This design comes from an exercise in tuning for small area and a short achievable clock period on the open sky130 flow, not from production work. Function was checked by simulation only, so behaviour that the tests miss may differ from the original. Power figures rest on the tool's default switching activity, not on a simulated workload.

## 08-24
==> flow/design.v <==
module xgmii_rx_stats #(
    parameter int NCH           = 4,
    parameter int CNT_W         = 16,
    parameter int TICKS_PER_SEC = 50000,
    parameter int MAX_LEN       = 1518
) (
    input  logic                 sys_clk,
    input  logic                 sys_rst,
    input  logic [64*NCH-1:0]    xgmii_rxd,
    input  logic [8*NCH-1:0]     xgmii_rxc,
    input  logic                 clear,
    output logic                 sec_tick,
    output logic [CNT_W*NCH-1:0] rx_pps,
    output logic [CNT_W*NCH-1:0] rx_throughput,
    output logic [CNT_W*NCH-1:0] rx_errors
);
    localparam int TW = (TICKS_PER_SEC > 1) ?
                        $clog2(TICKS_PER_SEC) : 1;
    localparam logic [TW-1:0] TC = TW'(TICKS_PER_SEC - 1);
    localparam int LW = 12;
    localparam logic [LW-1:0] LMAX = {1'b0, {(LW-1){1'b1}}};
    localparam int PW0 = $clog2(8 * TICKS_PER_SEC / 73 + 2);
    localparam int PW  = (PW0 < CNT_W) ? PW0 : CNT_W;
    logic [TW-1:0] win_q;
    logic          tick_q;
    logic          win_end;
    assign win_end = (win_q == TC);
    always_ff @(posedge sys_clk or posedge sys_rst) begin
        if (sys_rst) begin
            win_q  <= '0;
            tick_q <= 1'b0;
        end else begin
            win_q  <= (clear || win_end) ? '0 : win_q + 1'b1;
            tick_q <= !clear && win_end;
        end
    end
    assign sec_tick = tick_q;
    for (genvar k = 0; k < NCH; k++) begin : g_ch
        logic             st_q;
        logic [LW-1:0]    lm_q, lm_d;
        logic [PW-1:0]    pps_q, opps_q, p;
        logic [CNT_W-1:0] byt_q, err_q;
        logic [CNT_W-1:0] obyt_q, oerr_q;
        logic [CNT_W-1:0] b, e;
        logic [7:0] ctl, dat, trm, erl, bnd;
        logic       s0, s4;
        logic [8:0] nb;              
        logic [8:0] fst;             
        logic [3:0] pc [9];          
        logic [3:0] ds;              
        logic       eb;              
        logic       any_b, any_ft, good;
        logic [1:0]     err_n;
        logic [CNT_W:0] es, bx, by;
        logic [7:0] rng;             
        always_comb begin
            for (int i = 0; i < 8; i++) begin
                logic [7:0] byt;
                logic       hi;
                byt    = xgmii_rxd[64*k + 8*i +: 8];
                hi     = &byt[7:3];
                ctl[i] = xgmii_rxc[8*k + i];
                dat[i] = !ctl[i];
                trm[i] = ctl[i] && hi && byt[2:0] == 3'b101;
                erl[i] = ctl[i] && hi && byt[2:0] == 3'b110;
            end
            s0 = ctl[0] && xgmii_rxd[64*k +: 8] == 8'hFB;
            s4 = ctl[4] && xgmii_rxd[64*k + 32 +: 8] == 8'hFB;
            bnd = trm | {3'b000, s4, 3'b000, s0};
            nb[0] = 1'b1;
            for (int i = 0; i < 8; i++)
                nb[i+1] = nb[i] && !bnd[i];
            fst = {nb[8], bnd & nb[7:0]};
            any_b  = !nb[8];
            any_ft = |(trm & nb[7:0]);
            eb     = |(erl & nb[7:0]);
            pc[0] = 4'd0;
            pc[1] = {3'd0, dat[0]};
            pc[2] = {3'd0, dat[0]} + {3'd0, dat[1]};
            pc[3] = pc[2] + {3'd0, dat[2]};
            pc[4] = pc[2] + ({3'd0, dat[2]} + {3'd0, dat[3]});
            pc[5] = pc[4] + {3'd0, dat[4]};
            pc[6] = pc[4] + ({3'd0, dat[4]} + {3'd0, dat[5]});
            pc[7] = pc[4] + ({3'd0, dat[4]} + {3'd0, dat[5]} +
                             {3'd0, dat[6]});
            pc[8] = pc[4] + ({3'd0, dat[4]} + {3'd0, dat[5]} +
                             {3'd0, dat[6]} + {3'd0, dat[7]});
            ds = 4'd0;
            for (int i = 0; i < 9; i++)
                ds = ds | (fst[i] ? pc[i] : 4'd0);
            for (int j = 0; j < 8; j++)
                rng[j] = !lm_q[LW-1] &&
                         (lm_q >= LW'(64 - j)) &&
                         (lm_q <= LW'(MAX_LEN - j));
            good = st_q && any_ft && !eb && rng[ds[2:0]];
            err_n = {1'b0, st_q && any_b && !good}
                  + {1'b0, s0 && |bnd[7:1]}
                  + {1'b0, s4 && |trm[7:5]};
            es = {1'b0, err_q} + {{(CNT_W-1){1'b0}}, err_n};
            e  = es[CNT_W] ? '1 : es[CNT_W-1:0];
            p = pps_q + {{(PW-1){1'b0}}, good};
            bx = {1'b0, byt_q} + {{(CNT_W+2-LW){1'b0}}, lm_q[LW-2:0]};
            by = bx + {{(CNT_W-2){1'b0}}, ds[2:0]};
            b  = !good ? byt_q : (by[CNT_W] ? '1 : by[CNT_W-1:0]);
            if (!any_b) begin
                logic [LW-1:0] ls;
                ls   = lm_q + {{(LW-4){1'b0}}, ds};
                lm_d = (eb || (!lm_q[LW-1] && ls[LW-1])) ?
                       LMAX : ls;
            end else if (s4) begin
                lm_d = (|erl[7:5]) ? LMAX :
                       LW'(pc[8] - pc[5]) - LW'(7);
            end else begin
                lm_d = (|erl[7:1]) ? LMAX :
                       LW'(pc[8] - pc[1]) - LW'(7);
            end
        end
        always_ff @(posedge sys_clk or posedge sys_rst) begin
            if (sys_rst) begin
                st_q   <= 1'b0;
                pps_q  <= '0;
                byt_q  <= '0;
                err_q  <= '0;
                opps_q <= '0;
                obyt_q <= '0;
                oerr_q <= '0;
            end else begin
                if (any_b)
                    st_q <= (s4 && !(|trm[7:5])) || (s0 && !(|bnd[7:1]));
                if (clear) begin
                    pps_q  <= '0;
                    byt_q  <= '0;
                    err_q  <= '0;
                    opps_q <= '0;
                    obyt_q <= '0;
                    oerr_q <= '0;
                end else if (win_end) begin
                    pps_q  <= '0;
                    byt_q  <= '0;
                    err_q  <= '0;
                    opps_q <= p;
                    obyt_q <= b;
                    oerr_q <= e;
                end else begin
                    pps_q  <= p;
                    byt_q  <= b;
                    err_q  <= e;
                end
            end
        end
        always_ff @(posedge sys_clk)
            lm_q <= lm_d;
        assign rx_pps[CNT_W*k +: CNT_W]        = CNT_W'(opps_q);
        assign rx_throughput[CNT_W*k +: CNT_W] = obyt_q;
        assign rx_errors[CNT_W*k +: CNT_W]     = oerr_q;
    end
endmodule
module xgmii_rx_stats_top (
    input  logic          sys_clk,
    input  logic          sys_rst,
    input  logic [255:0]  xgmii_rxd,
    input  logic [31:0]   xgmii_rxc,
    input  logic          clear,
    output logic          sec_tick,
    output logic [63:0]   rx_pps,
    output logic [63:0]   rx_throughput,
    output logic [63:0]   rx_errors
);
    xgmii_rx_stats #(
        .NCH          (4),
        .CNT_W        (16),
        .TICKS_PER_SEC(50000),
        .MAX_LEN      (1518)
    ) u_stats (
        .sys_clk      (sys_clk),
        .sys_rst      (sys_rst),
        .xgmii_rxd    (xgmii_rxd),
        .xgmii_rxc    (xgmii_rxc),
        .clear        (clear),
        .sec_tick     (sec_tick),
        .rx_pps       (rx_pps),
        .rx_throughput(rx_throughput),
        .rx_errors    (rx_errors)
    );
endmodule
==> flow/config.mk <==
export PLATFORM = sky130hd
export DESIGN_NAME = xgmii_rx_stats_top
export DESIGN_NICKNAME = xgmii_rx_stats_top
export VERILOG_FILES = /design/flow/design.v
export SDC_FILE = /design/flow/constraint.sdc
export NUM_CORES = 4
export LEC_CHECK = 0
export CAP_MARGIN = 20
export CORE_MARGIN = 2
export CORE_UTILIZATION = 40
export CTS_CLUSTER_DIAMETER = 120
export CTS_CLUSTER_SIZE = 30
export SLEW_MARGIN = 20
==> flow/constraint.sdc <==
create_clock -name core_clock -period 20.0 [get_ports {sys_clk}]
set_input_delay 4.0000 -clock core_clock [delete_from_list [all_inputs] [get_ports {sys_clk}]]
set_output_delay 4.0000 -clock core_clock [all_outputs]
set_load 0.01 [all_outputs]
standard.sh (not shown) runs the stock make flow with config.mk's settings and CLKGATE_MAP_FILE= SYNTH_SCRIPT=/design/flow/synth_recipe.tcl, a recipe that flattens the netlist after the stock synthesis.
==> flow/flow/run.sh <==
#!/bin/bash
# The standard layout (standard.sh) with these changes:
#  - synthesis: the standard script (synth_recipe.tcl) with ABC run on
#    flow/map.abc instead of ORFS's speed script, and adders left to ABC
#    (no full-adder cell mapping); registers are mapped exactly as before;
#  - port buffers are plain buf_1 cells;
#  - timing repair aims SETUP_SLACK_MARGIN ns beyond the constraint.
set -euo pipefail
here=$(pwd)
export MY_ABC_SCRIPT=$here/flow/map.abc
export ADDER_MAP_FILE=
export BUFFER_PORTS_ARGS="-buffer_cell sky130_fd_sc_hd__buf_1"
export SETUP_SLACK_MARGIN=${SETUP_SLACK_MARGIN:-12}
sed "s#SYNTH_SCRIPT=[^ ]*#SYNTH_SCRIPT=$here/flow/synth.tcl#" standard.sh > standard_own.sh
grep -q "SYNTH_SCRIPT=$here/flow/synth.tcl" standard_own.sh
bash standard_own.sh > flow_make.log 2>&1
==> flow/flow/map.abc <==
strash
&get -n
&syn2
&dch -f
&nf
&put
buffer -c
upsize -c
dnsize -c
==> flow/flow/synth.tcl <==
proc synth {args} { yosys synth -nofsm -noshare {*}$args }
proc abc {args} {
  set i [lsearch -exact $args -script]
  if { $i >= 0 && [info exists ::env(MY_ABC_SCRIPT)] && $::env(MY_ABC_SCRIPT) ne "" } {
    lset args [expr { $i + 1 }] $::env(MY_ABC_SCRIPT)
  }
  yosys abc {*}$args
}
source $::env(SCRIPTS_DIR)/synth.tcl
# left out here: clear keep_hierarchy, flatten, clean up, hide names made inside functions, write 1_2_yosys.v
The inputs of 09-10 differ from those of 08-24 as listed below.
--- a/flow/design.v
+++ b/flow/design.v
@@ -50,10 +50,12 @@
         logic [3:0] ds;              
         logic       eb;              
         logic       any_b, any_ft, good;
         logic [1:0]     err_n;
         logic [CNT_W:0] es, bx, by;
+        logic [3:0]     esj;
+        logic [7:0]     bsj;
         logic [7:0] rng;             
         always_comb begin
             for (int i = 0; i < 8; i++) begin
                 logic [7:0] byt;
                 logic       hi;
@@ -94,16 +96,20 @@
                          (lm_q <= LW'(MAX_LEN - j));
             good = st_q && any_ft && !eb && rng[ds[2:0]];
             err_n = {1'b0, st_q && any_b && !good}
                   + {1'b0, s0 && |bnd[7:1]}
                   + {1'b0, s4 && |trm[7:5]};
+            for (int j = 0; j < 4; j++)
+                esj[j] = ({1'b0, err_q} + (CNT_W+1)'(j)) >> CNT_W;
             es = {1'b0, err_q} + {{(CNT_W-1){1'b0}}, err_n};
-            e  = es[CNT_W] ? '1 : es[CNT_W-1:0];
+            e  = esj[err_n] ? '1 : es[CNT_W-1:0];
             p = pps_q + {{(PW-1){1'b0}}, good};
             bx = {1'b0, byt_q} + {{(CNT_W+2-LW){1'b0}}, lm_q[LW-2:0]};
+            for (int j = 0; j < 8; j++)
+                bsj[j] = (bx + (CNT_W+1)'(j)) >> CNT_W;
             by = bx + {{(CNT_W-2){1'b0}}, ds[2:0]};
-            b  = !good ? byt_q : (by[CNT_W] ? '1 : by[CNT_W-1:0]);
+            b  = !good ? byt_q : (bsj[ds[2:0]] ? '1 : by[CNT_W-1:0]);
             if (!any_b) begin
                 logic [LW-1:0] ls;
                 ls   = lm_q + {{(LW-4){1'b0}}, ds};
                 lm_d = (eb || (!lm_q[LW-1] && ls[LW-1])) ?
                        LMAX : ls;
Results
Cmp 09-10 and 08-24 / mean cell area of the mapped netlist / lower: 09-10
Global-route total usage across every layer (09-10 over 08-24): decrease, 1.0 points
Portion of total power attributed to the clock network (lower): 08-24
Number of cells produced by synthesis ends up higher on 09-10.
Delta(fraction of standard cell area that is sequential, 09-10 - 08-24) > 0
Compared with 08-24, in 09-10 combinational group share of total power fell by 2.1 points; area fraction in and, or, nand and nor cells after synthesis rose by 0.35 points; proportion of synthesized area in mux cells rose by 0.48 points.
Final critical-path setup slack delta for 09-10 relative to 08-24: 110 ps higher
Delta(synthesis-to-layout area growth, 09-10 - 08-24) < 0

## port drivers added, routing unchanged
No port has a modelled driver above. Below, the same layouts with a new extraction and two added sets of constraints.
Step 1: set_driving_cell puts a clkbuf_16 on sys_clk and a buf_2 on each other input, an assumption about the parent block.
Step 2, shift: input delay + t, output delay - t, t = (earliest + latest rising clock arrival at the registers) / 2. This alone moves slack from input paths to output paths.
a / b / c = ideal ports / drivers / drivers and shift; a / b = the first two.
| run | shift t [ns] | setup WS [ns] | latest minus earliest clock arrival (ns) | worst data-port slew with drivers (ns) | cell pins on the clock port's net |
|---|---|---|---|---|---|
| 08-24 | 0.617 | 12.021 / 12.051 / 11.433 | 0.033 / 0.033 | 0.07 | 1 |
| 09-10 | 0.612 | 12.130 / 12.144 / 11.532 | 0.050 / 0.050 | 0.08 | 1 |
After both steps every run listed still meets setup and hold. For 09-10, which loses most, drivers alone change the setup slack by +0.014 ns; drivers and shift together by -0.598 ns.
